What follows belongs to an exercise in optimizing a design on an open flow for small area, a short achievable clock period and few clock cycles per item; a production flow would make more cautious choices. The RTL was checked by simulation tests, not by an equivalence proof against the original design. Power is estimated from default activity; no workload was simulated.

==> inputs of run a <==
==> flow/design.v <==
package dm_pkg;
   localparam int unsigned CNT_W = 4;
   typedef logic [CNT_W-1:0] dm_cnt_t;
   typedef enum logic [1:0] {
      IDLE = 2'd0,
      WAIT = 2'd1,
      RESP = 2'd2
   } dm_state_t;
   typedef struct packed {
      logic misaligned;     
      logic out_of_range;   
      logic bad_cmd;        
   } dm_err_t;
   function automatic dm_err_t dm_check(input logic [31:0] addr,
                                        input logic        rd,
                                        input logic        wr,
                                        input int unsigned depth);
      dm_err_t e;
      e.misaligned   = (addr[1:0] != 2'b00);
      e.out_of_range = ({2'b00, addr[31:2]} >= depth);
      e.bad_cmd      = (rd == wr);
      dm_check = e;
   endfunction
endpackage
module dm_array #(
   parameter int unsigned DEPTH = 64,
   parameter int unsigned AW    = 6
) (
   input  logic          clk,
   input  logic          i_we,
   input  logic          i_re,
   input  logic [AW-1:0] i_addr,
   input  logic [31:0]   i_wdata,
   output logic [31:0]   o_rdata
);
   logic [31:0] r_mem [DEPTH];
   logic [31:0] r_rdata;
   always_ff @(posedge clk) begin
      if (i_we) begin
         r_mem[i_addr] <= i_wdata;
      end
      if (i_re) begin
         r_rdata <= r_mem[i_addr];
      end
   end
   assign o_rdata = r_rdata;
endmodule
module dm_responder #(
   parameter int unsigned DEPTH       = 64,
   parameter int unsigned WAIT_CYCLES = 2
) (
   input  logic        clk,
   input  logic        rst_n,
   input  logic        req_valid,
   output logic        req_ready,
   input  logic [31:0] req_addr,
   input  logic [31:0] req_wdata,
   input  logic        req_read,
   input  logic        req_write,
   output logic        rsp_valid,
   input  logic        rsp_ready,
   output logic [31:0] rsp_rdata,
   output logic        rsp_err
);
   localparam int unsigned AW        = (DEPTH > 1) ? $clog2(DEPTH) : 1;
   localparam dm_pkg::dm_cnt_t     WAIT_INIT = dm_pkg::dm_cnt_t'(WAIT_CYCLES);
   dm_pkg::dm_state_t r_state;
   dm_pkg::dm_cnt_t r_cnt;
   logic [31:0] r_addr;
   logic [31:0] r_wdata;
   logic        r_read;
   logic        r_write;
   logic        r_req_ready;
   logic        r_rsp_valid;
   logic        r_rsp_err;
   logic        r_load_ok;
   dm_pkg::dm_err_t w_err;
   logic        w_bad;
   logic        w_access;
   logic        w_we;
   logic        w_re;
   logic [31:0] w_rdata;
   assign w_err    = dm_pkg::dm_check(r_addr, r_read, r_write, DEPTH);
   assign w_bad    = |w_err;
   assign w_access = (r_state == dm_pkg::WAIT) && (r_cnt == '0);
   assign w_we     = w_access && r_write && !w_bad;
   assign w_re     = w_access && r_read  && !w_bad;
   dm_array #(
      .DEPTH (DEPTH),
      .AW    (AW)
   ) u_array (
      .clk     (clk),
      .i_we    (w_we),
      .i_re    (w_re),
      .i_addr  (r_addr[AW+1:2]),
      .i_wdata (r_wdata),
      .o_rdata (w_rdata)
   );
   always_ff @(posedge clk or negedge rst_n) begin
      if (!rst_n) begin
         r_state     <= dm_pkg::IDLE;
         r_cnt       <= '0;
         r_addr      <= '0;
         r_wdata     <= '0;
         r_read      <= 1'b0;
         r_write     <= 1'b0;
         r_req_ready <= 1'b1;
         r_rsp_valid <= 1'b0;
         r_rsp_err   <= 1'b0;
         r_load_ok   <= 1'b0;
      end else begin
         case (r_state)
            dm_pkg::IDLE: begin
               if (req_valid && r_req_ready) begin
                  r_addr      <= req_addr;
                  r_wdata     <= req_wdata;
                  r_read      <= req_read;
                  r_write     <= req_write;
                  r_cnt       <= WAIT_INIT;
                  r_req_ready <= 1'b0;
                  r_state     <= dm_pkg::WAIT;
               end
            end
            dm_pkg::WAIT: begin
               if (r_cnt != '0) begin
                  r_cnt <= r_cnt - 1'b1;
               end else begin
                  r_rsp_valid <= 1'b1;
                  r_rsp_err   <= w_bad;
                  r_load_ok   <= r_read && !w_bad;
                  r_state     <= dm_pkg::RESP;
               end
            end
            dm_pkg::RESP: begin
               if (rsp_ready) begin
                  r_rsp_valid <= 1'b0;
                  r_rsp_err   <= 1'b0;
                  r_load_ok   <= 1'b0;
                  r_req_ready <= 1'b1;
                  r_state     <= dm_pkg::IDLE;
               end
            end
            default: begin
               r_state     <= dm_pkg::IDLE;
               r_req_ready <= 1'b1;
            end
         endcase
      end
   end
   assign req_ready = r_req_ready;
   assign rsp_valid = r_rsp_valid;
   assign rsp_err   = r_rsp_err;
   assign rsp_rdata = r_load_ok ? w_rdata : '0;
endmodule
==> flow/run.sh <==
#!/bin/bash
# synth_recipe.tcl (not shown) runs the flow's synth.tcl, then flattens the netlist and writes it again
# the make line also repeats each setting of config.mk as NAME=value (left out here)
make -C /OpenROAD-flow-scripts/flow DESIGN_CONFIG=/design/flow/config.mk WORK_HOME=/design/flow/orfs CLKGATE_MAP_FILE= SYNTH_SCRIPT=/design/flow/synth_recipe.tcl finish
==> flow/config.mk <==
export PLATFORM = sky130hd
export DESIGN_NAME = dm_responder
export DESIGN_NICKNAME = dm_responder
export VERILOG_FILES = /design/flow/design.v
export SDC_FILE = /design/flow/constraint.sdc
export NUM_CORES = 4
export LEC_CHECK = 0
export CAP_MARGIN = 20
export CORE_MARGIN = 2
export CORE_UTILIZATION = 40
export PLACE_DENSITY = 0.6
export SLEW_MARGIN = 20
==> flow/constraint.sdc <==
create_clock -name core_clock -period 4.5 [get_ports {clk}]
set_input_delay 0.9000 -clock core_clock [delete_from_list [all_inputs] [get_ports {clk}]]
set_output_delay 0.9000 -clock core_clock [all_outputs]
set_load 0.01 [all_outputs]
==> run b: changes against run a <==
==> flow/design.v (replaced) <==
package dm_pkg;
   localparam int unsigned CNT_W = 4;
   typedef logic [CNT_W-1:0] dm_cnt_t;
   typedef enum logic [1:0] {
      IDLE = 2'd0,
      WAIT = 2'd1,
      RESP = 2'd2
   } dm_state_t;
   typedef struct packed {
      logic misaligned;     
      logic out_of_range;   
      logic bad_cmd;        
   } dm_err_t;
   function automatic dm_err_t dm_check(input logic [31:0] addr,
                                        input logic        rd,
                                        input logic        wr,
                                        input int unsigned depth);
      dm_err_t e;
      e.misaligned   = (addr[1:0] != 2'b00);
      e.out_of_range = ({2'b00, addr[31:2]} >= depth);
      e.bad_cmd      = (rd == wr);
      dm_check = e;
   endfunction
endpackage
module dm_array #(
   parameter int unsigned DEPTH = 64,
   parameter int unsigned AW    = 6
) (
   input  logic          clk,
   input  logic          i_we,
   input  logic [AW-1:0] i_waddr,
   input  logic [31:0]   i_wdata,
   input  logic [AW-1:0] i_raddr,
   output logic [31:0]   o_rdata
);
   logic [31:0] r_mem [DEPTH];
   always_ff @(posedge clk) begin
      if (i_we) begin
         r_mem[i_waddr] <= i_wdata;
      end
   end
   assign o_rdata = r_mem[i_raddr];
endmodule
module dm_responder #(
   parameter int unsigned DEPTH = 64
) (
   input  logic        clk,
   input  logic        rst_n,
   input  logic        req_valid,
   output logic        req_ready,
   input  logic [31:0] req_addr,
   input  logic [31:0] req_wdata,
   input  logic        req_read,
   input  logic        req_write,
   output logic        rsp_valid,
   input  logic        rsp_ready,
   output logic [31:0] rsp_rdata,
   output logic        rsp_err
);
   localparam int unsigned AW = (DEPTH > 1) ? $clog2(DEPTH) : 1;
   logic          r_rsp_valid;
   logic          r_rsp_err;
   logic [31:0]   r_rsp_rdata;
   dm_pkg::dm_err_t w_err;
   logic          w_bad;
   logic          w_free;
   logic          w_acc;
   logic [31:0]   w_rdata;
   assign w_err  = dm_pkg::dm_check(req_addr, req_read, req_write, DEPTH);
   assign w_bad  = |w_err;
   assign w_free = !r_rsp_valid || rsp_ready;
   assign w_acc  = req_valid && w_free;
   dm_array #(
      .DEPTH (DEPTH),
      .AW    (AW)
   ) u_array (
      .clk     (clk),
      .i_we    (w_acc && req_write && !w_bad),
      .i_waddr (req_addr[AW+1:2]),
      .i_wdata (req_wdata),
      .i_raddr (req_addr[AW+1:2]),
      .o_rdata (w_rdata)
   );
   always_ff @(posedge clk or negedge rst_n) begin
      if (!rst_n) begin
         r_rsp_valid <= 1'b0;
      end else if (w_free) begin
         r_rsp_valid <= req_valid;
      end
   end
   always_ff @(posedge clk) begin
      if (w_free) begin
         r_rsp_err   <= w_bad;
         r_rsp_rdata <= (req_read && !w_bad) ? w_rdata : '0;
      end
   end
   assign req_ready = w_free;
   assign rsp_valid = r_rsp_valid;
   assign rsp_err   = r_rsp_err;
   assign rsp_rdata = r_rsp_rdata;
endmodule
--- a/flow/config.mk
+++ b/flow/config.mk
@@ -9,4 +9,5 @@
 export CORE_MARGIN = 2
-export CORE_UTILIZATION = 40
-export PLACE_DENSITY = 0.6
+export CORE_UTILIZATION = 60
+export PLACE_DENSITY = 0.7
+export SETUP_SLACK_MARGIN = 1.8
 export SLEW_MARGIN = 20
==> flow_metrics.py <==
metrics = {
    "outcome": {
        "status": "no timing/DRC/antenna violations",
    },
    "floorplanning": {
        "initial_core_util_pct": 60.4,
    },
    "critical_path": {
        "r2r-end": "r_rsp_rdata[10]",
    },
    "global_route": {
        "grt_max_degree": 88,
    },
    "drt": {
        "first_pass_iters": 7,
    },
    "pwr": {
        "totalPowerFinal_mw": 39.9,
        "p_seq_share_pct": 53.6,
    },
}
(the above is from run b)
==> flow_metrics.py <==
metrics = {
    "drt": {
        "first_pass_iters": 8,
    },
    "floorplanning": {
        "initial_core_util_pct": 40.1,
    },
    "critical_path": {
        "r2r-end": "u_array.r_rdata[7]",
    },
    "outcome": {
        "status": "no timing/DRC/antenna violations",
    },
    "global_route": {
        "grt_max_degree": 105,
    },
    "sta": {
        "rsz0062_at_grt": "false",
        "layout_setup_ws_ns": 0.270,
    },
    "pwr": {
        "totalPowerFinal_mw": 62.6,
        "p_seq_share_pct": 42.1,
    },
}
(the above is from run a)
Testbench counts of run a, summed over its fixed seeds: cycles 16,000, items 3,200.
Testbench counts of run b, summed over its fixed seeds: cycles 3,208, items 3,200.

[re-timing with driven ports]
No port has a modelled driver above. Below, the same layouts with a new extraction and two added sets of constraints. Step 1: set_driving_cell puts a clkbuf_16 on clk and a buf_2 on each other input, an assumption about the parent block. Step 2 adds t to the input delays and takes it off the output delays; t is the mean of the earliest and latest rising clock arrival at the registers after step 1. Input paths then give back, and output paths get back, about the clock's delay inside the block. Three values: ideal, step 1, step 2; two values: the first two.
run	shift t [ns]	setup WS [ns]	slew at the worst register clock pin (ns)	worst slew at a driven data input, ns
run a	0.924	0.270 / 0.270 / 0.270	0.07 / 0.07	0.06
run b	0.919	1.639 / 1.528 / 0.609	0.07 / 0.07	0.35
After both steps setup and hold are still met in every run listed. The setup slack of run b, which loses most, moves by -0.111 ns with the drivers and by -1.030 ns with both steps.
